Background: an optimization exercise with open tools, aiming at small area. Do not read the settings as production practice. In this exercise RTL edits were held to simulation tests only and were not proved equivalent to the original. No activity file was given, so power comes from the tool's default toggle rates.

===== config.mk =====
export PLATFORM = sky130hd
export DESIGN_NAME = chip8_top
export DESIGN_NICKNAME = chip8_top
export VERILOG_FILES = /design/flow/design.v
export SDC_FILE = /design/flow/constraint.sdc
export NUM_CORES = 4
export LEC_CHECK = 0
export CAP_MARGIN = 20
export CORE_MARGIN = 2
export CORE_UTILIZATION = 60
export CTS_CLUSTER_DIAMETER = 100
export CTS_CLUSTER_SIZE = 30
export SLEW_MARGIN = 20

===== constraint.sdc =====
create_clock -name core_clock -period 10.0 [get_ports {clk}]
set_input_delay 2.0000 -clock core_clock [delete_from_list [all_inputs] [get_ports {clk}]]
set_output_delay 2.0000 -clock core_clock [all_outputs]
set_load 0.01 [all_outputs]

===== design.v =====
package chip8_pkg;
  typedef logic [7:0] byte_t;
endpackage
`timescale 1ns/1ps
module chip8_top (
  input  logic        clk,
  input  logic        reset,
  input  logic [7:0]  mem_rdata,
  output logic        mem_read,
  output logic        mem_write,
  output logic [11:0] mem_addr,
  output logic [7:0]  mem_wdata
);
  localparam logic [3:0] S_CLR  = 4'd0;
  localparam logic [3:0] S_F0   = 4'd1;
  localparam logic [3:0] S_F1   = 4'd2;
  localparam logic [3:0] S_EL   = 4'd3;
  localparam logic [3:0] S_EXY  = 4'd4;
  localparam logic [3:0] S_EXX  = 4'd5;
  localparam logic [3:0] S_EXF  = 4'd6;
  localparam logic [3:0] S_SWF  = 4'd7;
  localparam logic [3:0] S_STTW = 4'd8;
  localparam logic [3:0] S_INC  = 4'd9;
  localparam logic [3:0] S_SKP  = 4'd10;
  localparam logic [3:0] S_STH  = 4'd12;
  localparam logic [3:0] S_STT  = 4'd13;
  localparam logic [3:0] S_STU  = 4'd14;
  localparam logic [3:0] S_ST55 = 4'd15;
  logic [3:0]  st, st_n;
  logic [3:0]  rp;
  logic [3:0]  sp, sp_n;
  logic [11:0] pc, pc_n;
  logic [11:0] ireg, i_n;
  logic [7:0]  irh, irh_n;
  logic [7:0]  t, t_n;
  logic [7:0]  vr [16];
  logic [11:0] sr [16];
  logic        vwe;
  logic        push;
  logic        inc;
  logic        sk;
  wire [7:0]  lo   = mem_rdata;
  wire [3:0]  c    = irh[7:4];
  wire [3:0]  x    = irh[3:0];
  wire [3:0]  y    = lo[7:4];
  wire [3:0]  n    = lo[3:0];
  wire [7:0]  head = vr[0];
  wire        atX  = (rp == x);
  wire        atY  = (rp == y);
  wire        at0  = (rp == 4'd0);
  wire        atF  = (rp == 4'd15);
  wire        atSP = (rp == sp);
  logic       za, ia, ib, k100, k10, ck;
  logic       rs, rg, rr, rl;
  logic [7:0] op_a, op_b, p, g, sum, res;
  logic [8:0] cy;
  logic       cout, zero;
  always_comb begin
    za   = 1'b0;
    ia   = 1'b0;
    ib   = 1'b0;
    k100 = 1'b0;
    k10  = 1'b0;
    ck   = 1'b0;
    rs   = 1'b1;
    rg   = 1'b0;
    rr   = 1'b0;
    rl   = 1'b0;
    case (c)
      4'h6: za = 1'b1;
      4'h3, 4'h4, 4'h5, 4'h9: ib = 1'b1;
      4'h8: begin
        case (n)
          4'h0: za = 1'b1;
          4'h1: begin ck = 1'b1; rg = 1'b1; end
          4'h2: begin rs = 1'b0; rg = 1'b1; end
          4'h3: ck = 1'b1;
          4'h5: ib = 1'b1;
          4'h6: begin rs = 1'b0; rr = 1'b1; end
          4'h7: ia = 1'b1;
          4'hE: begin rs = 1'b0; rl = 1'b1; end
          default: ;
        endcase
      end
      default: ;
    endcase
    if (st == S_STH || st == S_STT) begin
      za   = 1'b1;
      ia   = 1'b1;
      k100 = (st == S_STH);
      k10  = (st == S_STT);
    end
    if (st == S_CLR || st == S_EXF) begin
      rs = 1'b0;
      rg = 1'b0;
      rr = 1'b0;
      rl = 1'b0;
    end
  end
  assign op_a = ((head & {8{~za}}) | (k100 ? 8'h64 : 8'h00) | (k10 ? 8'h0A : 8'h00)) ^ {8{ia}};
  assign op_b = t ^ {8{ib}};
  assign p    = op_a ^ op_b;
  assign g    = op_a & op_b;
  assign cy[0] = ia | ib;
  for (genvar k = 0; k < 8; k++) begin : g_carry
    assign cy[k + 1] = ~ck & (g[k] | (p[k] & cy[k]));
  end
  assign sum  = p ^ cy[7:0];
  assign cout = cy[8];
  assign zero = (sum == 8'd0);
  assign res  = (sum & {8{rs}}) | (g & {8{rg}}) | ({1'b0, head[7:1]} & {8{rr}}) |
                ({head[6:0], 1'b0} & {8{rl}}) | {7'd0, (st == S_EXF) & t[0]};
  logic fl, valid8, flagop;
  always_comb begin
    fl     = cout;
    valid8 = 1'b1;
    flagop = 1'b1;
    case (n)
      4'h0, 4'h1, 4'h2, 4'h3: flagop = 1'b0;
      4'h6: fl = head[0];
      4'h7: fl = cout & ~zero;
      4'hE: fl = head[7];
      4'h4, 4'h5: ;
      default: begin valid8 = 1'b0; flagop = 1'b0; end
    endcase
  end
  wire skip = zero ^ (c == 4'h4 || c == 4'h9);
  logic [1:0] bsel;
  logic       oh;
  wire        storing = (st[3:2] == 2'b11);
  wire [3:0]  off4    = storing ? ((st == S_ST55) ? rp : {2'b00, st[1:0]}) : {2'b00, sk, inc};
  wire [11:0] base    = (bsel == 2'd0) ? pc : (bsel == 2'd1) ? ireg : (bsel == 2'd2) ? sr[0] : {x, t};
  wire [11:0] addr    = base + (oh ? {4'd0, head} : {8'd0, off4});
  assign mem_addr  = addr;
  assign mem_wdata = (st == S_ST55) ? head : ((st == S_STU) ? t : {4'd0, rp});
  wire is_ret  = (c == 4'h0) && (x == 4'h0) && (lo == 8'hEE);
  wire is_f1e  = (lo == 8'h1E);
  wire is_f33  = (lo == 8'h33);
  wire is_f55  = (lo == 8'h55);
  wire need_y  = ((c == 4'h5 || c == 4'h9) && n == 4'h0) || (c == 4'h8 && valid8);
  logic is_nop;
  always_comb begin
    case (c)
      4'h0:             is_nop = !is_ret;
      4'h5, 4'h9:       is_nop = (n != 4'h0);
      4'h8:             is_nop = !valid8;
      4'hC, 4'hD, 4'hE: is_nop = 1'b1;
      4'hF:             is_nop = !(is_f1e || is_f33 || is_f55);
      default:          is_nop = 1'b0;
    endcase
  end
  always_comb begin
    st_n  = st;
    pc_n  = pc;
    sp_n  = sp;
    i_n   = ireg;
    t_n   = t;
    irh_n = irh;
    vwe   = 1'b0;
    push  = 1'b0;
    inc   = 1'b0;
    sk    = 1'b0;
    bsel  = storing ? 2'd1 : 2'd0;
    oh    = 1'b0;
    mem_read  = 1'b0;
    mem_write = 1'b0;
    case (st)
      S_CLR: begin
        vwe = 1'b1;
        if (atF)
          st_n = S_F0;
      end
      S_F0: begin
        mem_read = 1'b1;
        st_n     = S_F1;
      end
      S_F1: begin
        mem_read = 1'b1;
        inc      = 1'b1;
        pc_n     = addr;
        irh_n    = lo;
        st_n     = S_EL;
      end
      S_EL: begin
        mem_read = 1'b1;
        t_n      = lo;
        if (is_ret)
          sp_n = sp - 4'd1;
        if (is_nop)
          st_n = S_INC;
        else if (need_y)
          st_n = S_EXY;
        else if (c == 4'hF && is_f55)
          st_n = S_SWF;
        else
          st_n = S_EXX;
      end
      S_EXY: begin
        mem_read = 1'b1;
        if (atY) begin
          t_n  = head;
          st_n = S_EXX;
        end
      end
      S_EXX: begin
        mem_read = 1'b1;
        case (c)
          4'h0: begin
            if (atSP) begin
              bsel = 2'd2;
              inc  = 1'b1;
              pc_n = addr;
              st_n = S_F0;
            end
          end
          4'h1: begin
            bsel = 2'd3;
            pc_n = addr;
            st_n = S_F0;
          end
          4'h2: begin
            if (atSP) begin
              push = 1'b1;
              bsel = 2'd3;
              sp_n = sp + 4'd1;
              pc_n = addr;
              st_n = S_F0;
            end
          end
          4'h3, 4'h4, 4'h5, 4'h9: begin
            if (atX)
              st_n = skip ? S_SKP : S_INC;
          end
          4'h6, 4'h7: begin
            if (atX) begin
              vwe  = 1'b1;
              st_n = S_INC;
            end
          end
          4'h8: begin
            if (atX) begin
              vwe = 1'b1;
              t_n = {t[7:1], fl};
              if (flagop)
                st_n = S_EXF;
              else
                st_n = S_INC;
            end
          end
          4'hA: begin
            bsel = 2'd3;
            i_n  = addr;
            st_n = S_INC;
          end
          4'hB: begin
            if (at0) begin
              bsel = 2'd3;
              oh   = 1'b1;
              pc_n = addr;
              st_n = S_F0;
            end
          end
          default: begin
            if (atX) begin
              if (is_f1e) begin
                bsel = 2'd1;
                oh   = 1'b1;
                i_n  = addr;
                st_n = S_INC;
              end else begin
                t_n  = head;
                st_n = S_SWF;
              end
            end
          end
        endcase
      end
      S_INC, S_SKP: begin
        inc  = 1'b1;
        sk   = (st == S_SKP);
        pc_n = addr;
        st_n = S_F0;
      end
      S_EXF: begin
        mem_read = 1'b1;
        if (atF) begin
          vwe  = 1'b1;
          st_n = S_INC;
        end
      end
      S_SWF: begin
        mem_read = 1'b1;
        if (atF) begin
          inc  = 1'b1;
          pc_n = addr;
          st_n = lo[1] ? S_STH : S_ST55;
        end
      end
      S_ST55: begin
        mem_write = 1'b1;
        if (rp == x)
          st_n = S_F0;
      end
      S_STH, S_STT: begin
        if (cout)
          t_n = sum;
        else begin
          mem_write = 1'b1;
          st_n      = (st == S_STH) ? S_STTW : S_STU;
        end
      end
      S_STTW: begin
        if (atF)
          st_n = S_STT;
      end
      S_STU: begin
        mem_write = 1'b1;
        st_n      = S_F0;
      end
      default: st_n = S_CLR;
    endcase
  end
  always_ff @(posedge clk or posedge reset) begin
    if (reset) begin
      st   <= S_CLR;
      rp   <= 4'd0;
      sp   <= 4'd0;
      pc   <= 12'h200;
      ireg <= 12'd0;
    end else begin
      st   <= st_n;
      rp   <= rp + 4'd1;
      sp   <= sp_n;
      pc   <= pc_n;
      ireg <= i_n;
    end
  end
  always_ff @(posedge clk) begin
    irh <= irh_n;
    t   <= t_n;
    for (int k = 0; k < 15; k++) begin
      vr[k] <= vr[k + 1];
      sr[k] <= sr[k + 1];
    end
    vr[15] <= vwe ? res : vr[0];
    sr[15] <= push ? pc : sr[0];
  end
endmodule

===== run.sh =====
#!/bin/bash
# synth_recipe.tcl (not shown) runs the flow's synth.tcl, then flattens the netlist and writes it again
# the make line also repeats each setting of config.mk as NAME=value (left out here)
make -C /OpenROAD-flow-scripts/flow DESIGN_CONFIG=/design/flow/config.mk WORK_HOME=/design/flow/orfs CLKGATE_MAP_FILE= SYNTH_SCRIPT=/design/flow/synth_recipe.tcl finish

==> results.txt, run 1 <==
Detailed routing
The number of iterations in the first detailed-routing pass is 5. The detailed-route via count is between 7000 and 8000. In this run, the number of DRC markers left after iteration 0 of detailed routing was 659.

The detail-routed via count per cell is ~5.8. For this block, the routed nets add up to ~26 mm of wire. The detail route stage leaves a number of antenna-violating nets equal to 0.

Dividing the detail-routed wire length by the instance count gives 20.70 µm. The number of remaining DRC errors is 0.

Final layout
At the end of the flow, the number of nets in the layout was 1038. The utilization after layout is between 60% and 70%. Relative to the synthesized area, the layout overhead comes to 9.657%.

The post-route netlist has under 10% of its cells at a drive strength greater than 1. 0 antenna diodes ended up in the layout. The filler cell count in the final layout is between 1000 and 1500.

Timing
Setup repair after global routing left no endpoint under its margin. For the pin with the worst max-slew slack, the measured transition is between 1000 and 1500 ps. Setup violations remaining at the end of the flow were counted as 0. Setup total negative slack on the finished layout was measured at 0 ps. Based on the critical path, the design can be clocked at up to about 110 MHz. The number of max-slew violations in the final report is 0. After layout, the minimum clock period comes to between 9000 and 10000 ps.

In the finished design, the share of the clock period the worst path needs comes to 94.27%. The count of final hold-check violations was 0. The clock skew is approximately 36 ps.

The worst max-slew margin expressed relative to the limit is between 30 and 40%.

Logic synthesis
The dominant cell type by area after synthesis is sky130_fd_sc_hd__dfxtp_1. Of the synthesized area, sequential elements account for around two thirds. The dominant synthesized flop cell is sky130_fd_sc_hd__dfxtp_1. The count of cell types in the netlist is between 70 and 80. The number of storage elements in the synthesis netlist is 372. Synthesis produced approximately 960 cells. Counting every net in the synthesized netlist gives approximately 1000. Of the post-synthesis cell area, the dominant cell type holds a little over half. The mean area per synthesized cell is approximately 12 µm². The cell area after synthesis is between 10000 and 15000 µm². By area the synthesized netlist is led by sky130_fd_sc_hd__dfxtp_1, sky130_fd_sc_hd__dfrtp_1, sky130_fd_sc_hd__edfxtp_1. Yosys printed 3 warnings.

Yosys instantiated no cell more often than sky130_fd_sc_hd__dfxtp_1. After synthesis, the most frequently instantiated cells are sky130_fd_sc_hd__dfxtp_1, sky130_fd_sc_hd__nand2_1, sky130_fd_sc_hd__nor2_1. The async set or reset register ratio after synthesis is under 10%. The number of flops mapped to enable cells by yosys is 16.

Setup path
For the worst flop-to-flop path, the logic depth is 28. Along the worst path, the maximum fanout reaches 4. The beginning of the critical path is mem_rdata[0]. The worst setup path is of the in2out kind. The sort of element at the start of the critical path is an input pin. The peak per-stage delay on the critical path is about 480 ps. The most frequent cell on the critical path is sky130_fd_sc_hd__fa_1. The worst register-to-register path has a setup slack of ~2600 ps. The critical path's slowest cell is sky130_fd_sc_hd__clkdlybuf4s50_1. The reg-to-reg critical path startpoint is irh[7]$_DFFE_PP_. Data on the critical path arrives at its endpoint at between 7000 and 8000 ps. The worst setup path is captured at a primary output. The critical path data required time is 8000 ps.

Floorplanning
For this configuration, the core starts out at a cell density of between 60% and 70%. The I/O pin count is 32. The floorplan step defined a die boundary enclosing about 21000 µm².

The row count is between 50 and 60. The y dimension of the die is around 140 µm. The width of the chip is 144.4 µm.

The area inside the core boundary is just under 20000 µm².

CTS
The clock-pin slew reported for the worst setup and hold paths after clock tree synthesis is roughly 110 ps. The total of hold buffers inserted after clock tree synthesis is 0. Buffers inserted during clock tree synthesis total 16.

The worst-skew pair later-pin latency is about 520 ps. The clock net in this run drives a total of 372 sinks. The level count of the clock H-tree is 1.

The CTS root buffer is sky130_fd_sc_hd__clkbuf_16. The clock tree from TritonCTS is done. The number of buffers between clock root and the deepest sink is 3.

Run
The max-cap check violation count is 0.

Min path
The beginning of the worst hold path is sr[1][3]$_DFF_P_. The class of the tightest hold or removal check is reg2reg. The worst hold path passes through 0 cells.

Power
The worst voltage drop across the vdd grid is around 0.00020 V. The ratio of total power to cell area is a little under 300 nW/µm². Summed over all cells, the static leakage comes to 5.404 nW.

Run status
The run finished with no timing, DRC or antenna violations.

Global routing
The met1 track utilization from global routing is 36.52%. The met2 global-route usage is 42.28%. Entering global routing, the biggest net connects 37 pins. met2 is the most crowded layer. Global routing consumed, over all layers together, ~26% of the routing resources. The total congestion overflow is 0.

The initial antenna violation count came to 0. The via count of the first global-routing pass is approximately 7200. The met3 routing resource usage after global routing is roughly 3.8%. The first global-routing pass estimated slightly above 40 mm of wire.

Placed design
The routability congestion estimate is ~0.95. The count of buffers added on input and output ports is 31. The post-detailed-placement half-perimeter wirelength is between 15 and 20 mm.
sequential cells by signal (all words and copies together) (netlist names):
signal	flops
irh	8
t	8
sp	4
vr	128
pc	12
ireg	12
st	4
sr	192
rp	4
worst max-delay path, delay by kind of cell:
| family | cells | cell delay [ps] |
|---|---|---|
| AND/OR/NAND/NOR | 14 | 1580 |
| XOR/XNOR | 1 | 180 |
| AO/OA/AOI/OAI | 1 | 180 |
| buffers and inverters | 3 | 760 |
| adder cells (fa/ha/maj) | 9 | 2720 |
final cells by class:
type / count / area (µm²) / area share [%]
flip-flops and latches: 372 / 7789 / 60.05
multi-input cells: 518 / 3774 / 29.09
repair buffers: 54 / 485.5 / 3.743
clock buffers: 24 / 451.7 / 3.482
well taps: 265 / 331.6 / 2.556
inverters: 32 / 120.1 / 0.9260
clock inverters: 1 / 20.02 / 0.1543
path summary, 6_finish.rpt:
check	endpoint
max in group asynchronous	rp[3]$_DFF_PP0_
setup / recovery	mem_write
min in group asynchronous	pc[10]$_DFFE_PP0P_
setup reg to reg	st[0]$_DFFE_PP0P_
hold reg to reg	sr[0][3]$_DFF_P_
hold / removal	sr[0][3]$_DFF_P_
layout by cell type, fill, tap and decap left out, drive strengths merged, types with 12 or more instances in the layout:
| cell type | instances |
|---|---|
| dfrtp | 35 |
| mux2 | 31 |
| buf | 23 |
| clkdlybuf4s50 | 30 |
| clkbuf | 24 |
| a222oi | 12 |
| nor2 | 47 |
| nand3 | 17 |
| mux2i | 34 |
| dfxtp | 320 |
| edfxtp | 16 |
| nand2 | 72 |
| inv | 32 |
| ha | 24 |
| o21ai | 38 |
| a31oi | 14 |
| xnor2 | 30 |
| a21oi | 31 |
routing by layer:
metal	vias up	wire, µm
met4	0	639
li1	3394	-
met1	3547	11710
met5	-	0
met2	297	12140
met3	48	1712
through the flow:
| stage | area, µm² | power (mW) | hold slack, ps | instances | worst slack (ps) |
|---|---|---|---|---|---|
| after detailed placement | 12480 | 3.086 | 312.1 | 1240 | 171.0 |
| after floorplan | 11830 | 2.664 | 309.6 | 963 | 860.7 |
| after global placement | 12480 | 3.082 | 310.4 | 1240 | 244.9 |
| final | 12970 | 3.844 | 319.1 | 1266 | 573.3 |
| after global routing | 12970 | 4.038 | 332.5 | 1266 | 144.7 |
| after CTS | 12950 | 3.840 | 329.8 | 1265 | 116.4 |
cells by family (layout without fill, tap and decap cells):
group,after synthesis,after routing,synth area share (%)
DFF,372,372,65.85
and+or+nand+nor,209,209,8.589
AOI/OAI and AO/OA,169,169,10.10
buffers and inverters,73,111,2.369
muxes,65,65,5.828
xor gates and xnor gates,41,41,3.036
adders and majority gates,34,34,4.231
power breakdown:
part           switching (mW)  total [mW]  internal [mW]  leakage, nW
Sequential              0.170        1.98           1.81         3.23
Combinational           0.655        1.11          0.453         1.94
Clock                   0.429       0.752          0.323        0.228
timing repair:
action / 4_1_cts / 5_1_grt
setup endpoints to repair: 0 / 1
buffers inserted: 0 / 1
hold endpoints to repair: 0 / 0
gates resized for setup: 0 / 4
==> run 2: changes to the inputs <==
--- a/config.mk
+++ b/config.mk
@@ -11,3 +11,4 @@
 export CTS_CLUSTER_DIAMETER = 100
 export CTS_CLUSTER_SIZE = 30
+export GPL_TIMING_DRIVEN = 0
 export SLEW_MARGIN = 20
==> run 2 against run 1 <==
Compared with the run above:
- register-to-register slack got worse by 860 ps
- sequential share of layout area down 0.21 points
- non-clock buffer count increased by 21
- highest routed layer unchanged
- combinational power is essentially flat
- worst hold slack better by 4.8 ps
==> results.txt, run 2 <==
Run status
The run finished with no timing, DRC or antenna violations.

Detailed routing
The detailed-route via count is 7543. The detail route stage leaves a number of antenna-violating nets equal to 0. The number of iterations in the first detailed-routing pass is 8. The detail-routed via count per cell is just under 6. In this run, the number of DRC markers left after iteration 0 of detailed routing was between 900 and 1000. The sum of routed wire length over all layers is 29.69 mm. The routed length per instance is approximately 23 µm. For this run, design rule violations remaining after detail routing come to 0.

Logic synthesis
The cell area after synthesis is 11830 µm². The count of cell types in the netlist is 73. The number of flops mapped to enable cells by yosys is 16. The number of cells produced by synthesis is roughly 960.

The mean area per synthesized cell is 12.28 µm². The count of yosys warnings during synthesis is 3. The dominant cell type by area after synthesis is sky130_fd_sc_hd__dfxtp_1. Of the post-synthesis cell area, the dominant cell type holds a little over half. The number of storage elements in the synthesis netlist is ~370.

For this run, the leading register cell type out of synthesis is sky130_fd_sc_hd__dfxtp_1. After synthesis, the cell types taking the most area are sky130_fd_sc_hd__dfxtp_1, sky130_fd_sc_hd__dfrtp_1, sky130_fd_sc_hd__edfxtp_1. The most frequent cell after synthesis is sky130_fd_sc_hd__dfxtp_1. For this run, the register share of the synthesized area comes to about 66%.

Counting instances in the post-synthesis netlist gives the leading cell types as sky130_fd_sc_hd__dfxtp_1, sky130_fd_sc_hd__nand2_1, sky130_fd_sc_hd__nor2_1. The async set or reset register ratio after synthesis is 9.677%. The number of nets handed over by synthesis was 1007.

Final layout
Counting the fill cells in the layout gives ~1400. In the layout the commonest cells are sky130_fd_sc_hd__dfxtp_1, sky130_fd_sc_hd__nand2_1, sky130_fd_sc_hd__nor2_1, sky130_fd_sc_hd__clkbuf_1, sky130_fd_sc_hd__dfrtp_1. Cells fill 67.11% of the core in the end. The largest registers in the layout are sr x192, vr x128. The register with the most flip-flops in the layout has around 190 of them. The most common cell after layout, fill and taps aside is sky130_fd_sc_hd__dfxtp_1. More flip-flops sit in one register than any other, and that register is sr. The post-route netlist has 8.023% of its cells at a drive strength greater than 1. The area growth from synthesis to layout is 10.05%. The diode insertion count for antenna repair is 0. The net count of the finished layout is 1059.

Timing
The final critical delay including setup and external delays is between 9000 and 10000 ps. The final critical path takes up approximately 100% of the cycle. The worst max-slew margin expressed relative to the limit is between 20% and 30%.

The count of final hold-check violations was 0. Setup repair after global routing left no endpoint under its margin. Setup violations remaining at the end of the flow were counted as 0. The slew at the pin with the worst max-slew slack is 1083 ps.

The final hold slack is approximately 320 ps. The maximum clock rate is roughly 100 MHz. The number of max-slew violations in the final report came to 0.

The clock arrives with between 15 and 20 ps of skew.

Global routing
In the global route stage, met2 resource usage came out at 47.77%. The global-route wire length before repair is between 40 and 50 mm. The met1 track utilization from global routing is between 30% and 40%.

The maximum number of pins on one net before global-route repair is 32. The via count of the first global-routing pass is 7764. The initial antenna violation count came to 0.

The global-route usage over all layers is between 20% and 30%. Summed over all layers, the global routing overflow is 0. The met3 routing resource usage after global routing is under 10%. The most used routing layer in global routing is met2.

Floorplanning
In this run the core area contains roughly 50 standard-cell rows. The area of the die is about 21000 µm². The y dimension of the die is 144.4 µm.

The width of the chip is between 100 and 150 µm. The I/O pin count is 32. The area inside the core boundary is 19400 µm². The effective utilization at floorplan is roughly 60%.

Placed design
Summed over all nets, the half-perimeter wirelength after detailed placement is approximately 20 mm. The routability congestion estimate is slightly above 0.9. The count of buffers added on input and output ports is 31.

Run
The max-cap check violation count is 0.

CTS
The tree is rooted in a sky130_fd_sc_hd__clkbuf_16. The clock passes through at most 3 buffers. The clock sink total is 372. TritonCTS built the clock tree. In this run the number of H-tree levels came out at 1. The clock-pin slew reported for the worst setup and hold paths after clock tree synthesis is 120 ps. TritonCTS created 16 clock buffers.

At the later pin of the worst-skew pair, clock insertion delay measures 520 ps. The number of hold buffers added after CTS was 0.

Min path
In this run the worst hold path is classified as reg2reg. The worst hold path was traced through 0 stages.

Setup path
The peak fanout along the critical path is 6. The setup slack of the worst register-to-register path is between 1500 and 2000 ps. Measured in cells, the most critical reg-to-reg path has a length of 31. The sort of element at the start of the critical path is an input pin. The setup path with the least slack is of type in2out. The critical path data required time is roughly 8000 ps. The type of element capturing the critical path is a primary output.

Data on the critical path arrives at its endpoint at around 7800 ps.

Power
The total leakage power is about 5.4 nW. Power spread over the standard cell area amounts to approximately 300 nW/µm². The total power is about 3.9 mW.

The worst voltage drop across the vdd grid is roughly 0.0002 V.
==> run 2: cell families (layout without fill, tap and decap cells) <==
family,Yosys count,in the layout,synth area share [%]
compound gates,169,169,10.10
xor+xnor,41,41,3.036
fa+ha+maj,34,34,4.231
buf+inv,73,132,2.369
flops,372,372,65.85
mux,65,65,5.828
simple gates,209,209,8.589
==> run 2: layout make-up <==
type	instances	area [µm²]	share of cell area, %
timing repair buffer	34	325.3	2.499
tap	265	331.6	2.547
sequential	372	7789	59.83
clock buffer	22	422.9	3.249
multi-input combinational	518	3807	29.25
clock inverter	3	37.54	0.2884
inverter	32	120.1	0.9227
buffer	41	183.9	1.413
==> run 2: metal layers <==
layer / vias up / wire, µm / part of all wire, %
met2: 333 / 13990 / 47
met1: 3683 / 12550 / 42
met3: 83 / 1739 / 5.9
met4: 0 / 1412 / 4.8
met5: - / 0 / 0
li1: 3444 / - / -
==> run 2: path summary, 6_finish.rpt <==
path	startpoint	to
setup / recovery	mem_rdata[1]	mem_write
hold reg to reg	sr[11][11]$_DFF_P_	sr[10][11]$_DFF_P_
min in group asynchronous	reset	pc[11]$_DFFE_PP0P_
setup reg to reg	st[2]$_DFFE_PP0P_	st[0]$_DFFE_PP0P_
hold / removal	sr[11][11]$_DFF_P_	sr[10][11]$_DFF_P_
max in group asynchronous	reset	pc[9]$_DFFE_PP1P_
==> run 2: power by group <==
part | internal [mW] | total (mW) | switching (mW) | leakage (nW)
clock network | 0.308 | 0.748 | 0.439 | 0.222
logic | 0.447 | 1.14 | 0.696 | 1.92
registers | 1.81 | 1.98 | 0.165 | 3.23
==> run 2: what timing repair did <==
| action | CTS | global route |
|---|---|---|
| resized for setup | 24 | 11 |
| buffers inserted | 1 | 1 |
| gates cloned | 0 | 0 |
| endpoints found under the setup margin | 1 | 1 |
| pin swaps | 1 | 3 |
==> run 2: stage by stage <==
step	setup TNS, ps	setup slack (ps)	cells	cell area (µm²)
after floorplan	0	860.7	963	11830
after global placement	-2205	-1213	1259	12470
after detailed placement	-780.6	-780.6	1260	12490
after CTS	0	42.85	1286	13020
after global routing	0	6.564	1287	13020
final	0	213.4	1287	13020
==> run 2: critical path, stage by stage <==
cell	delay [ps]
sky130_fd_sc_hd__buf_2	230
sky130_fd_sc_hd__inv_2	100
sky130_fd_sc_hd__ha_1	220
sky130_fd_sc_hd__and3_1	180
sky130_fd_sc_hd__o21ai_0	150
sky130_fd_sc_hd__a21oi_1	120
sky130_fd_sc_hd__a21oi_4	230
sky130_fd_sc_hd__nor2b_1	230
sky130_fd_sc_hd__fa_1	190
sky130_fd_sc_hd__nor2_1	60
sky130_fd_sc_hd__fa_1	420
sky130_fd_sc_hd__and2_1	160
sky130_fd_sc_hd__fa_1	410
sky130_fd_sc_hd__and2_1	170
sky130_fd_sc_hd__fa_1	400
sky130_fd_sc_hd__and2_1	160
sky130_fd_sc_hd__fa_1	410
sky130_fd_sc_hd__and2_1	160
sky130_fd_sc_hd__fa_1	350
sky130_fd_sc_hd__nand2_1	90
sky130_fd_sc_hd__fa_1	170
sky130_fd_sc_hd__nand2b_1	130
sky130_fd_sc_hd__fa_2	300
sky130_fd_sc_hd__nor3_1	70
sky130_fd_sc_hd__nor2_1	130
sky130_fd_sc_hd__clkdlybuf4s50_1	550
==> run 3: changes to the inputs <==
--- a/config.mk
+++ b/config.mk
@@ -8,7 +8,4 @@
 export CAP_MARGIN = 20
 export CORE_MARGIN = 2
-export CORE_UTILIZATION = 60
-export CTS_CLUSTER_DIAMETER = 100
-export CTS_CLUSTER_SIZE = 30
-export GPL_TIMING_DRIVEN = 0
+export CORE_UTILIZATION = 40
 export SLEW_MARGIN = 20
==> run 3 against run 2 <==
Compared with the run above:
- count of clock-buffer cells in the layout is 25 higher
- via count is 3.8% lower
- register-to-register slack better by 770 ps
- worst hold slack worse by 9.8 ps
- largest power group unchanged
==> results.txt, run 3 <==
Min path
The tightest min-delay check is of the reg2reg type. The worst hold path begins at sr[14][9]$_DFF_P_. The endpoint of the worst hold path is sr[13][9]$_DFF_P_. The number of cells on the worst hold path is 0.

Final layout
The area overhead of the layout relative to synthesis is 17.64%. In the layout the commonest cells are sky130_fd_sc_hd__dfxtp_1, sky130_fd_sc_hd__nand2_1, sky130_fd_sc_hd__nor2_1, sky130_fd_sc_hd__clkbuf_16, sky130_fd_sc_hd__dfrtp_1. The layout cell share with drive strength beyond 1 is ~13%. The net count of the finished layout is between 1000 and 1500.

The post-route standard cell area excluding fillers is 13920 µm². The number of flip-flops in the largest register is approximately 190. The largest registers in the layout are sr x192, vr x128. Leaving out fill and tap cells, the most frequent cell in the layout is sky130_fd_sc_hd__dfxtp_1. The diode insertion count for antenna repair is 0.

Registers take 7789 µm². The register name with the most flops is sr. The filler cells instantiated in the layout total approximately 2600. The area of the multi-input gates is ~3800 µm². For this run, the number of standard cells in the final layout without fillers is 1431.

Power
The worst voltage drop across the vdd grid is ~0.00015 V. Dividing total power by cell area gives a power density of 319.7 nW/µm². The total leakage power is a little under 6 nW.

Setup path
The worst register-to-register path ends at st[0]$_DFFE_PP0P_. For the worst flop-to-flop path, the logic depth is 27. The setup check on the worst reg-to-reg path leaves a slack of approximately 2500 ps. The type of element capturing the critical path is a primary output. Among the stages of the critical path, the cell type that occurs most often is sky130_fd_sc_hd__fa_1.

For the worst setup path, the data required time is 8000 ps. At the worst endpoint, the arrival time is roughly 7500 ps. The slowest stage of the critical path belongs to the cell sky130_fd_sc_hd__clkdlybuf4s50_1. The peak per-stage delay on the critical path is between 400 and 500 ps. In this run the worst path has a maximum fanout of 3.

The startpoint identified for the worst register-to-register timing path is irh[6]$_DFFE_PP_. The sort of element at the start of the critical path is an input pin. The setup path with the least slack is of type in2out.

Logic synthesis
The count of yosys warnings during synthesis is 3. The cell area after synthesis is approximately 12000 µm². The sequential area share after synthesis is about 66%. After synthesis the netlist holds a flip-flop and latch count of around 370. For this run, asynchronously set or reset flops after synthesis account for under 10%. Ranked by total cell area, the synthesized netlist is headed by sky130_fd_sc_hd__dfxtp_1, sky130_fd_sc_hd__dfrtp_1, sky130_fd_sc_hd__edfxtp_1. The number of cells produced by synthesis is 963. Counting flops with a built-in enable in the synthesized netlist gives 16. After synthesis, the netlist uses 73 different library cells. The most frequent cell after synthesis is sky130_fd_sc_hd__dfxtp_1. Of all cell types, the one taking the most synthesized area is sky130_fd_sc_hd__dfxtp_1. The dominant synthesized flop cell is sky130_fd_sc_hd__dfxtp_1. Sorting the synthesized cells by how often they occur yields sky130_fd_sc_hd__dfxtp_1, sky130_fd_sc_hd__nand2_1, sky130_fd_sc_hd__nor2_1. The portion of synthesized cell area occupied by the leading cell type is between 50% and 60%. The mean area per synthesized cell is about 12 µm². The number of nets produced by synthesis is around 1000.

Global routing
Global routing used 16.85% of the available tracks. The via count of the first global-routing pass was just over 7000. The maximum number of pins on one net before global-route repair is 37. The initial antenna violation count is 0. The total congestion overflow is 0. The global-route wire length before repair is around 41 mm.

Run
The max-cap check violation count is 0.

Detailed routing
The detailed router finished its first iteration with approximately 640 violations. The pre-antenna-repair detailed-routing pass consisted of 8 iterations. The sum of routed wire length over all layers is between 20 and 30 mm. The number of remaining DRC errors is 0. Dividing the detail-routed wire length by the instance count gives around 18 µm. The detail-routed via count per cell is roughly 5.1.

The detail route stage leaves a number of antenna-violating nets equal to 0. The routed layout has around 7300 vias.

Floorplanning
The die is 176.0 µm wide. The area of the die is 30960 µm². For this configuration, the core starts out at a cell density of approximately two fifths.

The I/O pin count is 32. The total area inside the core boundary comes to 28940 µm². In this run the core area contains between 60 and 70 standard-cell rows. The y dimension of the die is roughly 180 µm.

CTS
After clock tree synthesis, the setup repair step added 0 buffers. TritonCTS built the clock tree. The total of hold buffers inserted after clock tree synthesis is 0.

Counting the buffers created by CTS gives 38. The clock sink total is 372. The clock tree synthesis step divided the H-tree into 2 levels. The quantity of gates resized following cts is 0. The CTS root buffer is sky130_fd_sc_hd__clkbuf_16.

The clock-pin slew reported for the worst setup and hold paths after clock tree synthesis is roughly 60 ps. The worst-skew pair later-pin latency is 530 ps. In this run the deepest clock path goes through 3 buffers.

Placed design
The routability congestion estimate is 0.9204. The count of buffers inserted at the top-level ports is 31. After detailed placement, the design holds a cell count of roughly 1400. Timing analysis after detailed placement gives a worst setup slack of 69.64 ps. The post-detailed-placement half-perimeter wirelength is between 15 and 20 mm. The standard cell area after detailed placement is between 10000 and 15000 µm².

Timing
The maximum clock rate is ~110 MHz. The count of final hold-check violations is 0. At the pin with the least slew margin, the transition time is 972.3 ps.

Setup repair after global routing left no endpoint under its margin. Counting I/O delays and the setup requirement, the final critical path takes approximately 9500 ps. The final setup TNS is 0 ps. For the final database, setup skew stands at ~18 ps. Across all setup checks in the final design, the least slack found is 527.3 ps.

The worst path uses between 90% and 100% of the clock period. In this run the tightest slew margin relative to its limit is about a third. The number of endpoints failing setup at the final stage is 0. The number of max-slew violations in the final report is 0.

Run status
The run finished with no timing, DRC or antenna violations.
==> run 3: cell counts after synthesis <==
Identical to the previous run, type by type.
==> run 3: cell type report <==
cell class	count	area share (%)
timing repair buffer	55	3.543
sequential	372	55.97
clock buffer	47	7.292
multi-input combinational	518	27.13
clock inverter	23	1.753
tap	384	3.453
inverter	32	0.8632
==> run 3: how the worst max path moves through the flow <==
stage                 startpoint   endpoint  slack [ps]  cells after the start
floorplan           mem_rdata[3]  mem_write         860                     24
global placement    mem_rdata[1]  mem_write         100                     26
detailed placement  mem_rdata[1]  mem_write          70                     26
CTS                 mem_rdata[1]  mem_write          20                     26
global route        mem_rdata[0]  mem_write         180                     28
finish              mem_rdata[0]  mem_write         530                     28
==> run 3: per-layer routing <==
layer,up-vias,part of all wire [%],wire length [µm],GRT usage (%)
met4,0,4.2,1092,6.990
met3,71,7.4,1914,3.962
met1,3434,47,12170,24.24
li1,3486,-,-,-
met2,263,41,10560,24.33
met5,-,0,0,0
==> run 3: stage by stage <==
step	util [%]	hold slack (ps)	total power, mW
finish	48.09	314.1	4.449
global route	48.09	322.9	4.691
CTS	48.03	315.6	4.487
detailed placement	43.68	312.1	3.083
global placement	43.68	309.9	3.089
floorplan	-	309.6	2.664
==> run 3: kinds of logic after synthesis <==
| family | synth area share [%] |
|---|---|
| DFF | 65.85 |
| and+or+nand+nor | 8.589 |
| AOI/OAI and AO/OA | 10.10 |
| buffers and inverters | 2.369 |
| muxes | 5.828 |
| xor gates and xnor gates | 3.036 |
| adders and majority gates | 4.231 |
==> run 3: power breakdown <==
part	switching, mW	internal, mW
Clock	0.586	0.793
Combinational	0.624	0.448
Sequential	0.181	1.82
Total	1.39	3.06
==> run 3: critical path: cells and delay by family <==
| kind | cells | cell delay (ps) |
|---|---|---|
| adder cells (fa/ha/maj) | 9 | 2700 |
| AND/OR/NAND/NOR | 14 | 1640 |
| buffers and inverters | 3 | 750 |
| AO/OA/AOI/OAI | 1 | 180 |
| XOR/XNOR | 1 | 190 |
==> run 4: changes to the inputs <==
==> flow/run.sh (new file) <==
#!/bin/bash
set -o pipefail
export BUFFER_PORTS_ARGS="-buffer_cell sky130_fd_sc_hd__buf_1"
cp standard.sh standard_copy.log 2>/dev/null
bash standard.sh > standard.log 2>&1
==> standard.sh (new file) <==
#!/bin/bash
# synth_recipe.tcl (not shown) runs the flow's synth.tcl, then flattens the netlist and writes it again
# the make line also repeats each setting of config.mk as NAME=value (left out here)
make -C /OpenROAD-flow-scripts/flow DESIGN_CONFIG=/design/flow/config.mk WORK_HOME=/design/flow/orfs CLKGATE_MAP_FILE= SYNTH_SCRIPT=/design/flow/synth_recipe.tcl "${@:-finish}"
--- a/config.mk
+++ b/config.mk
@@ -8,4 +8,6 @@
 export CAP_MARGIN = 20
 export CORE_MARGIN = 2
-export CORE_UTILIZATION = 40
+export CORE_UTILIZATION = 60
+export CTS_CLUSTER_DIAMETER = 100
+export CTS_CLUSTER_SIZE = 30
 export SLEW_MARGIN = 20
removed: run.sh
==> run 4 against run 3 <==
Compared with the run above:
- worst setup slack got worse by 75 ps
- routed wire length increased by 6.3%
- fmax fell by 0.79%
- sequential power is essentially flat
- non-clock buffer count shrank 10
- final area decreased by 8.7%
- critical path type unchanged
- worst hold slack lost 5.2 ps
- power shrank 14%
- register-to-register slack worse by 220 ps
==> results.txt, run 4 <==
Placed design
Including well taps, the total number of placed cells is ~1200. The count of buffers inserted at the top-level ports is 31. The routability congestion estimate is 0.9535. The post-detailed-placement half-perimeter wirelength is 18.45 mm.

Timing
The number of max-slew violations in the final report came to 0. The clock skew is 31.11 ps. The count of final hold-check violations is 0. The slew at the pin with the worst max-slew slack is 1097 ps.

Dividing the final minimum period by the clock period gives a little over nine tenths. In this run the tightest slew margin relative to its limit is between 20% and 30%. The final critical delay including setup and external delays is ~9500 ps. The final setup TNS is 0 ps. Setup violations remaining at the end of the flow were counted as 0.

Timing would allow up to approximately 100 MHz. Setup repair after global routing left no endpoint under its margin.

Final layout
The area growth from synthesis to layout is 7.372%. The register name with the most flops is sr. In the layout the commonest cells are sky130_fd_sc_hd__dfxtp_1, sky130_fd_sc_hd__nand2_1, sky130_fd_sc_hd__nor2_1, sky130_fd_sc_hd__dfrtp_1. The final layout contains 1029 nets. The number of antenna diodes in the final layout is 0. The post-route non-filler standard cell count is approximately 1300.

The largest registers in the layout are sr x192, vr x128. In the final layout, the share of cells above drive strength 1 is under 10%. Counting the fill cells in the layout gives 1452. The number of flip-flops in the largest register is between 150 and 200. Leaving out fill and tap cells, the most frequent cell in the layout is sky130_fd_sc_hd__dfxtp_1.

Logic synthesis
The portion of synthesized cell area occupied by the leading cell type is 54.16%. The number of nets produced by synthesis is 1007. The number of flops mapped to enable cells by yosys is 16. The Yosys step of the flow raised 3 warnings. Sequential cells were found to cover between 60% and 70% of the synthesized design area. The dominant synthesized flop cell is sky130_fd_sc_hd__dfxtp_1. The biggest area contributor in the post-synthesis netlist is sky130_fd_sc_hd__dfxtp_1. After synthesis, the cell types taking the most area are sky130_fd_sc_hd__dfxtp_1, sky130_fd_sc_hd__dfrtp_1, sky130_fd_sc_hd__edfxtp_1. The number of storage elements in the synthesis netlist is between 300 and 400. Counting every instance in the synthesized netlist gives just under 1000. The mean area per synthesized cell is 12.28 µm². The async set or reset register ratio after synthesis is 9.677%.

The cell area after synthesis is approximately 12000 µm². By instance count, the leading cell after synthesis is sky130_fd_sc_hd__dfxtp_1. The netlist uses 73 different library cells. In the synthesized netlist, the cells that appear most often are sky130_fd_sc_hd__dfxtp_1, sky130_fd_sc_hd__nand2_1, sky130_fd_sc_hd__nor2_1.

Min path
The worst hold path belongs to the class reg2reg.

Global routing
The global-route wire length before repair is ~42 mm. Global routing used a little over a quarter of the available tracks. Summed over all layers, the global routing overflow is 0. The maximum number of pins on one net before global-route repair is 37. The via count of the first global-routing pass was between 7000 and 8000. The initial antenna violation count is 0.

Power
Summed over all cells, the static leakage comes to between 5 and 6 nW. The worst voltage drop across the vdd grid is approximately 0.00022 V. Registers are responsible for between 50% and 60% of the overall power. The ratio of total power to cell area is around 300 nW/µm². The cell-internal power is 2.542 mW.

The reported net switching power is between 1 and 1.5 mW. In this run switching power makes up between 30% and 40% of total power. The part of the power in combinational logic is between 20% and 30%. In this run, the clock network consumes slightly below 20% of the power.

Detailed routing
In the final routed layout, each cell accounts on average for ~22 µm. For this block, the initial DRC count from the detailed router was about 800. The first detailed-routing pass took 7 iterations. Summing over every cut layer, the via total after detailed routing is 7269. Wires add up to ~27 mm. Using the TritonRoute via totals, the vias-per-cell ratio works out to 5.787.

Once detail routing completed, the nets flagged for antenna violations numbered 0. The number of remaining DRC errors is 0.

CTS
The clock net in this run drives a total of roughly 370 sinks. For this design, the CTS-stage hold fixing added 0 buffers. Counting along the longest clock path gives a buffer depth of 3. After clock tree synthesis, the clock-pin slew on the worst setup and hold paths is roughly 120 ps. The worst-skew pair later-pin latency is 530 ps. The clock tree from TritonCTS is done. CTS built an H-tree with a depth of 1. The CTS root buffer is sky130_fd_sc_hd__clkbuf_16.

The buffer count from post-CTS setup fixing is 0. Post-CTS repair changed the size of 0 cells. Counting the buffers created by CTS gives 16.

Setup path
The critical path data required time is ~8000 ps. The startpoint-to-endpoint class of the critical path is in2out. For this design, the slowest cell found on the critical path is sky130_fd_sc_hd__buf_1.

The type of element capturing the critical path is a primary output. STA classifies the critical path startpoint as an input pin. At the worst endpoint, the arrival time is roughly 7600 ps.

The largest single stage delay on the critical path is around 420 ps. The peak fanout along the critical path is 8. Counting stages on the worst path, the most repeated cell is sky130_fd_sc_hd__fa_1.

Floorplanning
The row count is just over 50. The area inside the core boundary is 19400 µm². The floorplan step defined a die boundary enclosing 20850 µm². The y dimension of the die is about 140 µm. During I/O placement, the number of pins put on the boundary was 32. Once the floorplan was initialized, standard cells occupied roughly three fifths of the core.

Measured along the x axis, the die boundary spans roughly 140 µm.

Run
The max-cap check violation count is 0.

Run status
The run finished with no timing, DRC or antenna violations.
[run 4: per-layer routing]
| metal | vias up | track usage [%] | part of all wire (%) | wire (µm) |
|---|---|---|---|---|
| li1 | 3385 | - | - | - |
| met2 | 323 | 43.25 | 47 | 12890 |
| met4 | 0 | 7.307 | 1.9 | 524 |
| met5 | - | 0 | 0 | 0 |
| met3 | 42 | 4.470 | 7.8 | 2138 |
| met1 | 3519 | 37.13 | 43 | 11790 |
[run 4: worst paths after layout]
| check | from | endpoint | slack [ps] | cells past startpoint |
|---|---|---|---|---|
| max in group asynchronous | reset | pc[1]$_DFFE_PP0P_ | 8020 | 3 |
| min reg2reg | sr[1][7]$_DFF_P_ | sr[0][7]$_DFF_P_ | 310 | 0 |
| max reg2reg | st[2]$_DFFE_PP0P_ | st[0]$_DFFE_PP0P_ | 2280 | 27 |
| min in group asynchronous | reset | ireg[11]$_DFFE_PP0P_ | 1600 | 3 |
| min | sr[1][7]$_DFF_P_ | sr[0][7]$_DFF_P_ | 310 | 0 |
| max | mem_rdata[0] | mem_write | 450 | 29 |
[run 4: critical path: cells and delay by family]
family                     cells  cell delay, ps
adders and majority gates      9            2860
and+or+nand+nor               14            1510
buffers and inverters          4             900
xor gates and xnor gates       1             190
AOI/OAI and AO/OA              1              70
[run 4: layout make-up]
cell class	count	area [µm²]	share of cell area (%)
multi-input cells	518	3765	29.64
inverters	32	120.1	0.9457
repair buffers	45	221.5	1.744
well taps	265	331.6	2.611
flip-flops and latches	372	7789	61.32
clock inverters	1	16.27	0.1281
clock buffers	23	457.9	3.606
[run 4: cell families after synthesis]
group / share of synthesized area, %
compound gates: 10.10
fa+ha+maj: 4.231
xor+xnor: 3.036
simple gates: 8.589
mux: 5.828
flops: 65.85
buf+inv: 2.369
[run 4: power groups by stage]
| stage | registers, mW | clock network [mW] | logic [mW] |
|---|---|---|---|
| final | 1.98 | 0.758 | 1.08 |
| after global routing | 2.01 | 0.823 | 1.16 |
| after CTS | 1.99 | 0.768 | 1.05 |
| after detailed placement | 2.01 | 0 | 1.04 |
| after global placement | 2.00 | 0 | 1.03 |
| after floorplan | 1.92 | 0 | 0.740 |
[run 4: metrics by stage]
step / power (mW) / worst slack [ps] / cell area, µm² / hold WS [ps] / util [%]
final: 3.822 / 452.1 / 12700 / 308.9 / 65.47
after global routing: 3.996 / 116.3 / 12700 / 329.8 / 65.47
after CTS: 3.808 / 503.4 / 12700 / 319.6 / 65.45
after detailed placement: 3.051 / 497.3 / 12220 / 312.1 / 63.00
after global placement: 3.035 / 577.0 / 12220 / 310.3 / 63.00
after floorplan: 2.664 / 860.7 / 11830 / 309.6 / -
==> run 5: changes to the inputs <==
==> flow/run.sh (replaced) <==
#!/bin/bash
# The standard layout (standard.sh), with two changes:
#  - synthesis maps the logic with an area-oriented ABC script
#    (flow/abc_area.script); registers are mapped before ABC runs, so they
#    keep the standard synthesis's names and cell types
#  - the port buffers are the smallest plain buffer (buf_1)
set -euo pipefail
here=$(pwd)
rm -rf "$here/scripts_local"
cp -r "$FLOW_HOME/scripts" "$here/scripts_local"
cp "$here/flow/abc_area.script" "$here/scripts_local/abc_area.script"
export BUFFER_PORTS_ARGS="-buffer_cell sky130_fd_sc_hd__buf_1"
bash standard.sh SCRIPTS_DIR="$here/scripts_local" finish > "$here/standard.log" 2>&1
==> flow/abc_area.script (new file) <==
strash
&get -n
&deepsyn -T 60
&put
dch -f
amap
topo
--- a/config.mk
+++ b/config.mk
@@ -6,7 +6,8 @@
 export NUM_CORES = 4
 export LEC_CHECK = 0
+export ABC_AREA = 1
 export CAP_MARGIN = 20
 export CORE_MARGIN = 2
-export CORE_UTILIZATION = 60
+export CORE_UTILIZATION = 65
 export CTS_CLUSTER_DIAMETER = 100
 export CTS_CLUSTER_SIZE = 30
==> run 5 against run 4 <==
Compared with the run above:
- power increased by 0.37%
- count of clock-buffer cells in the layout is 1 lower
- first-iteration DRC count rose by 23%
- non-clock buffer count is 2 lower
- routed wire length increased by 7.5%
- critical endpoint is now mem_addr[11]
- largest cell class unchanged
- highest routed layer is now met5
==> results.txt, run 5 <==
Run status
The run finished with no timing, DRC or antenna violations.

Final layout
The register area is 7789 µm². 0 antenna diodes ended up in the layout. The number of flip-flops in the largest register is between 150 and 200.

At the end of the flow, the number of nets in the layout was between 1000 and 1500. Cells with a size suffix above 1 make up roughly 3.7% of the layout. The register name with the most flops is sr.

In the layout the commonest cells are sky130_fd_sc_hd__dfxtp_1, sky130_fd_sc_hd__clkinv_1, sky130_fd_sc_hd__nor2_1, sky130_fd_sc_hd__nand2_1, sky130_fd_sc_hd__o21ai_0. The largest registers in the layout are sr x192, vr x128. The area of the multi-input gates is 2756 µm². The library cell used most frequently in the layout, excluding fill and tap cells, is sky130_fd_sc_hd__dfxtp_1. The utilization after layout is 71.76%. Fill cells in the final layout number approximately 1000.

Relative to the synthesized area, the layout overhead comes to 8.866%.

Logic synthesis
Counting every instance in the synthesized netlist gives 897. The sequential area share after synthesis is 71.77%. The mean area per synthesized cell is around 12 µm². The number of nets produced by synthesis is around 940. Summed over its instances, the top area cell type makes up 59.03% of the synthesized netlist area. The dominant synthesized flop cell is sky130_fd_sc_hd__dfxtp_1. The async set or reset register ratio after synthesis is roughly a tenth. Yosys mapped a number of flops with a built-in enable equal to 16. After synthesis, the most frequently instantiated cells are sky130_fd_sc_hd__dfxtp_1, sky130_fd_sc_hd__clkinv_1, sky130_fd_sc_hd__nor2_1. The dominant cell type by area after synthesis is sky130_fd_sc_hd__dfxtp_1. The count of yosys warnings during synthesis is 3. Yosys mapped the design onto 43 distinct sky130hd cell types. In the post-synthesis netlist, the biggest area contributors are sky130_fd_sc_hd__dfxtp_1, sky130_fd_sc_hd__dfrtp_1, sky130_fd_sc_hd__edfxtp_1.

In this run the cell area of the synthesized design comes to roughly 11000 µm². The most frequent cell after synthesis is sky130_fd_sc_hd__dfxtp_1. The synthesized design contains around 370 register bits.

Setup path
The arrival time of the worst setup path is roughly 7800 ps. The most frequent cell on the critical path is sky130_fd_sc_hd__nor2_1. For the worst setup path, the data required time is 8000 ps. The peak per-stage delay on the critical path is ~350 ps. The type of element capturing the critical path is a primary output. Of all nets on the critical path, the largest fanout is 13.

The critical path's slowest cell is sky130_fd_sc_hd__a21oi_1. The sort of element at the start of the critical path is an input pin. The setup slack of the worst register-to-register path is roughly 2600 ps. The critical path is of the in2out type.

Timing
The worst max-slew margin expressed relative to the limit is a little over a third. The final setup TNS is 0 ps. The number of max-slew violations in the final report is 0.

The worst setup slack after layout is 206.8 ps. The clock arrives with about 27 ps of skew. The final critical delay including setup and external delays is slightly below 10000 ps.

Setup repair after global routing left no endpoint under its margin. The final critical path takes up between 90% and 100% of the cycle. The slew at the pin with the worst max-slew slack is 968.9 ps.

Setup violations remaining at the end of the flow were counted as 0. The count of final hold-check violations was 0. The maximum clock rate is 102.1 MHz.

Floorplanning
The die is 133.2 µm tall. 32 I/O pins were placed. The floorplan step defined a die boundary enclosing between 15000 and 20000 µm². For this configuration, the core starts out at a cell density of 65.91%. Measured along the x axis, the die boundary spans roughly 130 µm. The row count is 47. After floorplanning, the core was sized to cover 16470 µm².

Power
In this run the static leakage power is about 4.6 nW. The worst voltage drop across the vdd grid is roughly 0.00022 V. The ratio of total power to cell area is 324.7 nW/µm².

Detailed routing
The detail-routed via count per cell is 6.289. For this run, design rule violations remaining after detail routing come to 0. The antenna violation net count after detailed routing is 0. The violation count after the first detailed-routing iteration is between 900 and 1000. In the final routed layout, each cell accounts on average for 24.80 µm. For this block, the via count after detailed routing is roughly 7500.

The first TritonRoute pass finished after 8 iterations. The sum of routed wire length over all layers is roughly 29 mm.

CTS
The CTS root buffer is sky130_fd_sc_hd__clkbuf_16. Clock tree synthesis found a total of 372 sinks. The buffer count from post-CTS setup fixing is 0.

The clock passes through at most 3 buffers. TritonCTS built the clock tree. Counting the buffers created by CTS gives 16. Clock-pin slew was measured on the worst setup and hold paths at between 100 and 150 ps. The level count of the clock H-tree is 1. The worst-skew pair later-pin latency is 520 ps.

Placed design
The worst slack after detailed placement is about 170 ps. Summed over all nets, the half-perimeter wirelength after detailed placement is approximately 20 mm. The count of buffers inserted at the top-level ports is 31. The routability congestion estimate is approximately 0.96.

Global routing
The total congestion overflow is 0. The initial antenna violation count is 2. The via count of the first global-routing pass is roughly 7500. The global-route usage over all layers is roughly 34%. The global-route wire length before repair is around 45 mm. Entering global routing, the biggest net connects 37 pins.

Run
The tool flagged a number of max-cap violations equal to 0.

Min path
The class of the tightest hold or removal check is reg2reg.
-- run 5: cell count changes after synthesis, moves of 30 or more --
cell and delta:
sky130_fd_sc_hd__clkbuf_1 -32, sky130_fd_sc_hd__o22ai_1 +32, sky130_fd_sc_hd__inv_1 -30, sky130_fd_sc_hd__nor2_1 +37, sky130_fd_sc_hd__xnor2_1 -30, sky130_fd_sc_hd__clkinv_1 +85
sky130_fd_sc_hd__mux2i_1 -34
-- run 5: repair_timing --
| item | 4_1_cts | 5_1_grt |
|---|---|---|
| setup endpoints to repair | 0 | 1 |
| hold buffers | 0 | 0 |
| resized for setup | 0 | 3 |
-- run 5: layout make-up --
class                      count  share of cell area (%)
multi-input combinational    439                   23.33
clock buffer                  22                   3.579
tap                          220                   2.330
clock inverter                 3                  0.3495
timing repair buffer          43                   1.758
inverter                      86                   2.732
sequential                   372                   65.92
-- run 5: worst max-delay path, delay by kind of cell --
| family | cells | cell delay (ps) |
|---|---|---|
| buffers and inverters | 8 | 1480 |
| adders and majority gates | 2 | 610 |
| and+or+nand+nor | 13 | 1870 |
| AOI/OAI and AO/OA | 7 | 1820 |
-- run 5: routing by layer --
| layer | routed length [µm] | vias to the layer above | share of wire, % | global-route usage, % |
|---|---|---|---|---|
| met2 | 13670 | 569 | 47 | 55.61 |
| met5 | 24 | - | 0.082 | 0 |
| li1 | - | 3220 | - | - |
| met3 | 2743 | 155 | 9.3 | 6.659 |
| met4 | 1673 | 4 | 5.7 | 16.13 |
| met1 | 11270 | 3505 | 38 | 43.43 |
-- run 5: stage by stage --
stage / hold slack (ps) / instances / power, mW / instance area (µm²)
after CTS: 323.8 / 1185 / 3.789 / 11810
after detailed placement: 312.1 / 1160 / 3.021 / 11340
after floorplan: 309.6 / 897 / 2.593 / 10850
after global placement: 309.6 / 1159 / 2.952 / 11330
after global routing: 330.4 / 1185 / 3.986 / 11820
final: 315.0 / 1185 / 3.836 / 11820
-- run 5: worst paths after layout --
check / startpoint / end / depth (start not counted)
worst max register to register: st[2]$_DFFE_PP0P_ / t[6]$_DFFE_PP_ / 25
min in group asynchronous: reset / sp[0]$_DFFE_PP0P_ / 3
worst min register to register: sr[7][1]$_DFF_P_ / sr[6][1]$_DFF_P_ / 0
worst min-delay path: sr[7][1]$_DFF_P_ / sr[6][1]$_DFF_P_ / 0
max in group asynchronous: reset / pc[9]$_DFFE_PP1P_ / 3
worst max-delay path: mem_rdata[0] / mem_addr[11] / 30
-- run 5: where the power goes --
group | leakage, nW | switching [mW] | total [mW] | internal (mW)
sequential | 3.22 | 0.168 | 1.98 | 1.81
clock | 0.222 | 0.441 | 0.749 | 0.308
combinational | 1.19 | 0.758 | 1.11 | 0.352
-- run 5: cell families after synthesis --
group / count (synthesis) / synth area share (%)
DFF: 372 / 71.77
AOI/OAI and AO/OA: 208 / 12.75
and+or+nand+nor: 197 / 7.897
buffers and inverters: 86 / 2.974
adders and majority gates: 34 / 4.611
==> run 6: changes to the inputs <==
--- a/config.mk
+++ b/config.mk
@@ -9,6 +9,6 @@
 export CAP_MARGIN = 20
 export CORE_MARGIN = 2
-export CORE_UTILIZATION = 65
-export CTS_CLUSTER_DIAMETER = 100
-export CTS_CLUSTER_SIZE = 30
+export CORE_UTILIZATION = 60
+export CTS_CLUSTER_DIAMETER = 80
+export CTS_CLUSTER_SIZE = 36
 export SLEW_MARGIN = 20
==> run 6 against run 5 <==
Compared with the run above:
- routed wire length fell by 17%
- cell count increased by 1.0%
- critical endpoint is now mem_write
- via count shrank 6.8%
- largest power group unchanged
- sequential share of layout area down 0.66 points
- clock skew grew 21 ps
- still clean
- clock power grew 7.2%
==> results.txt, run 6 <==
Run status
The flow ran to the end and the layout has no timing, DRC or antenna violations.

Floorplanning
For this design the top-level I/O count stands at 32. The area of the die is between 15000 and 20000 µm². The area inside the core boundary is 17840 µm². The y dimension of the die is 138.5 µm.

The initial utilization of the core area, before any placement, comes to about three fifths. The floorplan has 49 rows. From left edge to right edge, the die measures 138.5 µm.

Min path
The tightest min-delay check is of the reg2reg type. The endpoint of the worst hold path is vr[3][7]$_DFF_P_. The number of cells on the worst hold path is 0. The beginning of the worst hold path is vr[4][7]$_DFF_P_.

Run
The tool flagged a number of max-cap violations equal to 0.

Timing
The count of final hold-check violations is 0. Setup repair after global routing left no endpoint under its margin. Setup violations remaining at the end of the flow were counted as 0. The maximum clock rate is roughly 110 MHz. Setup total negative slack on the finished layout was measured at 0 ps. Of the available clock period, the critical path in the final layout requires 95.19%. The slew at the pin with the worst max-slew slack is just over 900 ps. The worst pin sits at a relative slew slack of 37.38%. For the finished layout, the period the worst path requires is ~9500 ps. Clock skew on the completed layout was measured at 47.28 ps. The worst setup slack after layout is just under 500 ps. The number of max-slew violations in the final report is 0.

CTS
The level count of the clock H-tree is 1. The number of buffers between clock root and the deepest sink is 3. TritonCTS built the clock tree. The worst-skew pair later-pin latency is about 520 ps.

The buffer count from post-CTS setup fixing is 0. For this design, the sink count on the clock tree is about 370. Clock-pin slew was measured on the worst setup and hold paths at between 100 and 150 ps. In this run, post-CTS repair resized a total of 0 instances. Buffers inserted during clock tree synthesis total 16. The CTS root buffer is sky130_fd_sc_hd__clkbuf_16. The total of hold buffers inserted after clock tree synthesis is 0.

Detailed routing
For this run, design rule violations remaining after detail routing come to 0. The violation count after the first detailed-routing iteration is 533. The sum of routed wire length over all layers is approximately 24 mm. The detailed-route via count is between 6000 and 7000.

The count of nets left with antenna violations once routing finished came out at 0. The number of iterations in the first detailed-routing pass is 7. The detail-routed via count per cell is between 5 and 6. After detailed routing, the average wire length per cell comes to 20.28 µm.

Global routing
The via count of the first global-routing pass is about 7000. The global-route usage over all layers is 25.53%. The initial antenna violation count is 0. The total congestion overflow is 0. The first global-routing pass estimated slightly below 40 mm of wire. Entering global routing, the biggest net connects 38 pins.

Setup path
For the worst setup path, the data required time is 8000 ps. The startpoint-to-endpoint class of the critical path is in2out. The number of cells on the worst reg-to-reg path is 25. The reg-to-reg critical path startpoint is st[2]$_DFFE_PP0P_.

The worst register-to-register path ends at t[3]$_DFFE_PP_. STA classifies the critical path startpoint as an input pin. The worst setup path is captured at a primary output. STA puts the critical path data arrival time at between 7000 and 8000 ps. Of all nets on the critical path, the largest fanout is 12. The setup slack of the worst register-to-register path is around 2400 ps.

Final layout
Cells with a size suffix above 1 make up ~3.9% of the layout. In the layout the commonest cells are sky130_fd_sc_hd__dfxtp_1, sky130_fd_sc_hd__clkinv_1, sky130_fd_sc_hd__nor2_1, sky130_fd_sc_hd__nand2_1, sky130_fd_sc_hd__o21ai_0. 0 antenna diodes ended up in the layout. Cells fill approximately 67% of the core in the end. From synthesis to final layout, the design area changed by 9.972%. The most common cell after layout, fill and taps aside is sky130_fd_sc_hd__dfxtp_1. At the end of the flow, the number of nets in the layout was about 1000. sr holds more flip-flops than any other register. The register with the most flip-flops in the layout has 192 of them. The largest registers in the layout are sr x192, vr x128.

Placed design
OpenSTA, run right after detailed placement, puts the worst setup slack at 476.6 ps. The post-detailed-placement half-perimeter wirelength is roughly 17 mm. The count of buffers inserted at the top-level ports is 31. The congestion estimate from routability-driven global placement came to a little under 1.

Logic synthesis
Measured against the total synthesized area, the mux share comes to 0%. Of the synthesized area, sequential elements account for a little under three quarters. For this run, asynchronously set or reset flops after synthesis account for about 9.7%. The number of nets produced by synthesis is between 900 and 1000. The number of storage elements in the synthesis netlist is approximately 370. The dominant cell type by area after synthesis is sky130_fd_sc_hd__dfxtp_1. The synthesized-area fraction occupied by adder cells is between 4 and 5%. Synthesis produced a netlist whose cell count is between 800 and 900.

Synthesis instantiated between 40 and 50 different standard cells from the library. By area the synthesized netlist is led by sky130_fd_sc_hd__dfxtp_1, sky130_fd_sc_hd__dfrtp_1, sky130_fd_sc_hd__edfxtp_1. By area, the combinational part of the netlist is dominated by compound AO/OA/AOI/OAI gates. The dominant synthesized flop cell is sky130_fd_sc_hd__dfxtp_1.

The number of flops mapped to enable cells by yosys is 16. By count the netlist is led by sky130_fd_sc_hd__dfxtp_1, sky130_fd_sc_hd__clkinv_1, sky130_fd_sc_hd__nor2_1. Of the post-synthesis cell area, the dominant cell type holds around 60%. The cell area after synthesis is 10850 µm². Summing the areas of all compound-gate instances in the mapped netlist gives between 10 and 15% of the synthesized area.

Of the total synthesized cell area, the portion taken by XOR and XNOR cells is 0%. The mean area per synthesized cell is ~12 µm². After Yosys synthesis, and, or, nand and nor cells account for between 7 and 8% of the synthesized area. By instance count, the leading cell after synthesis is sky130_fd_sc_hd__dfxtp_1. The count of yosys warnings during synthesis is 3.

Power
The worst voltage drop across the vdd grid is between 0.0002 and 0.00025 V. In this run the static leakage power is about 4.7 nW. The ratio of total power to cell area is 318.3 nW/µm².
[run 6: cell counts after synthesis]
No cell type changed its count.
[run 6: report_power, final]
group	internal (mW)	leakage [nW]	switching (mW)
combinational	0.350	1.20	0.697
sequential	1.81	3.22	0.141
clock	0.348	0.267	0.455
[run 6: layout make-up]
cell class / count / area (µm²)
multi-input cells: 439 / 2755
well taps: 229 / 286.5
flip-flops and latches: 372 / 7789
fillers: 1244 / 5906
repair buffers: 44 / 214.0
inverters: 86 / 322.8
clock inverters: 4 / 110.1
clock buffers: 23 / 457.9
[run 6: critical path: stages]
cell and delay, ps:
sky130_fd_sc_hd__buf_1 240, sky130_fd_sc_hd__clkinv_1 160, sky130_fd_sc_hd__ha_1 220, sky130_fd_sc_hd__nand3_1 130
sky130_fd_sc_hd__nand2_1 70, sky130_fd_sc_hd__a21oi_1 210, sky130_fd_sc_hd__clkinv_1 110, sky130_fd_sc_hd__buf_4 190
sky130_fd_sc_hd__nand2_1 60, sky130_fd_sc_hd__o21ai_0 160, sky130_fd_sc_hd__fa_1 430, sky130_fd_sc_hd__nor2_1 170
sky130_fd_sc_hd__fa_1 190, sky130_fd_sc_hd__nor2b_1 180, sky130_fd_sc_hd__fa_1 190, sky130_fd_sc_hd__nor2b_1 190
sky130_fd_sc_hd__fa_1 200, sky130_fd_sc_hd__nor2b_1 180, sky130_fd_sc_hd__fa_1 190, sky130_fd_sc_hd__nor2b_1 160
sky130_fd_sc_hd__fa_1 180, sky130_fd_sc_hd__nand2b_1 70, sky130_fd_sc_hd__fa_1 340, sky130_fd_sc_hd__or2_0 250
sky130_fd_sc_hd__fa_1 430, sky130_fd_sc_hd__nor3_1 390, sky130_fd_sc_hd__nor2_1 80, sky130_fd_sc_hd__buf_1 140
[run 6: logic make-up after synthesis]
| logic type | after synthesis |
|---|---|
| DFF | 372 |
| buffers and inverters | 86 |
| and+or+nand+nor | 197 |
| AOI/OAI and AO/OA | 208 |
| adders and majority gates | 34 |
[run 6: stage by stage]
stage | hold slack [ps] | cells | power, mW | cell area, µm²
after CTS | 323.1 | 1197 | 3.799 | 11930
after detailed placement | 312.1 | 1170 | 2.993 | 11360
after global routing | 322.4 | 1197 | 3.991 | 11940
after floorplan | 309.6 | 897 | 2.593 | 10850
after global placement | 310.8 | 1169 | 2.969 | 11350
final | 319.2 | 1197 | 3.799 | 11940
[run 6: how the worst max path moves through the flow]
stage                            start         to
final                     mem_rdata[1]  mem_write
after CTS                 mem_rdata[1]  mem_write
after global routing      mem_rdata[1]  mem_write
after floorplan           mem_rdata[1]  mem_write
after global placement    mem_rdata[1]  mem_write
after detailed placement  mem_rdata[1]  mem_write
[run 6: routing by layer]
metal | track usage (%) | wire [µm]
met5 | 0 | 0
met4 | 9.130 | 892
met3 | 3.949 | 1726
met2 | 41.22 | 11320
met1 | 35.51 | 10330

## static timing again, ports no longer ideal
No port has a modelled driver above. Below, the same layouts with a new extraction and two added sets of constraints.
Step 1 assumes that a clkbuf_16 drives the clock port and a buf_2 every other input.
Step 2 also shifts input and output timing later by t, the mid clock arrival at the registers, as if the neighbouring blocks saw the same clock.
a / b / c = ideal ports / drivers / drivers and shift; a / b = the first two.
run | shift t [ns] | setup WS [ns] | slew at the worst register clock pin (ns) | cell pins on the clock port's net
run 1 | 0.545 | 0.573 / 0.535 / 0.535 | 0.11 / 0.11 | 1
run 2 | 0.559 | 0.213 / 0.181 / 0.181 | 0.12 / 0.12 | 1
run 3 | 0.568 | 0.527 / 0.504 / 0.504 | 0.06 / 0.06 | 1
run 4 | 0.559 | 0.452 / 0.415 / 0.415 | 0.12 / 0.12 | 1
run 5 | 0.555 | 0.207 / 0.178 / 0.178 | 0.12 / 0.12 | 1
run 6 | 0.546 | 0.481 / 0.429 / 0.429 | 0.12 / 0.12 | 1
After both steps every run listed still meets setup and hold. The setup slack of run 6, which loses most, moves by -0.052 ns with the drivers and by -0.052 ns with both steps.
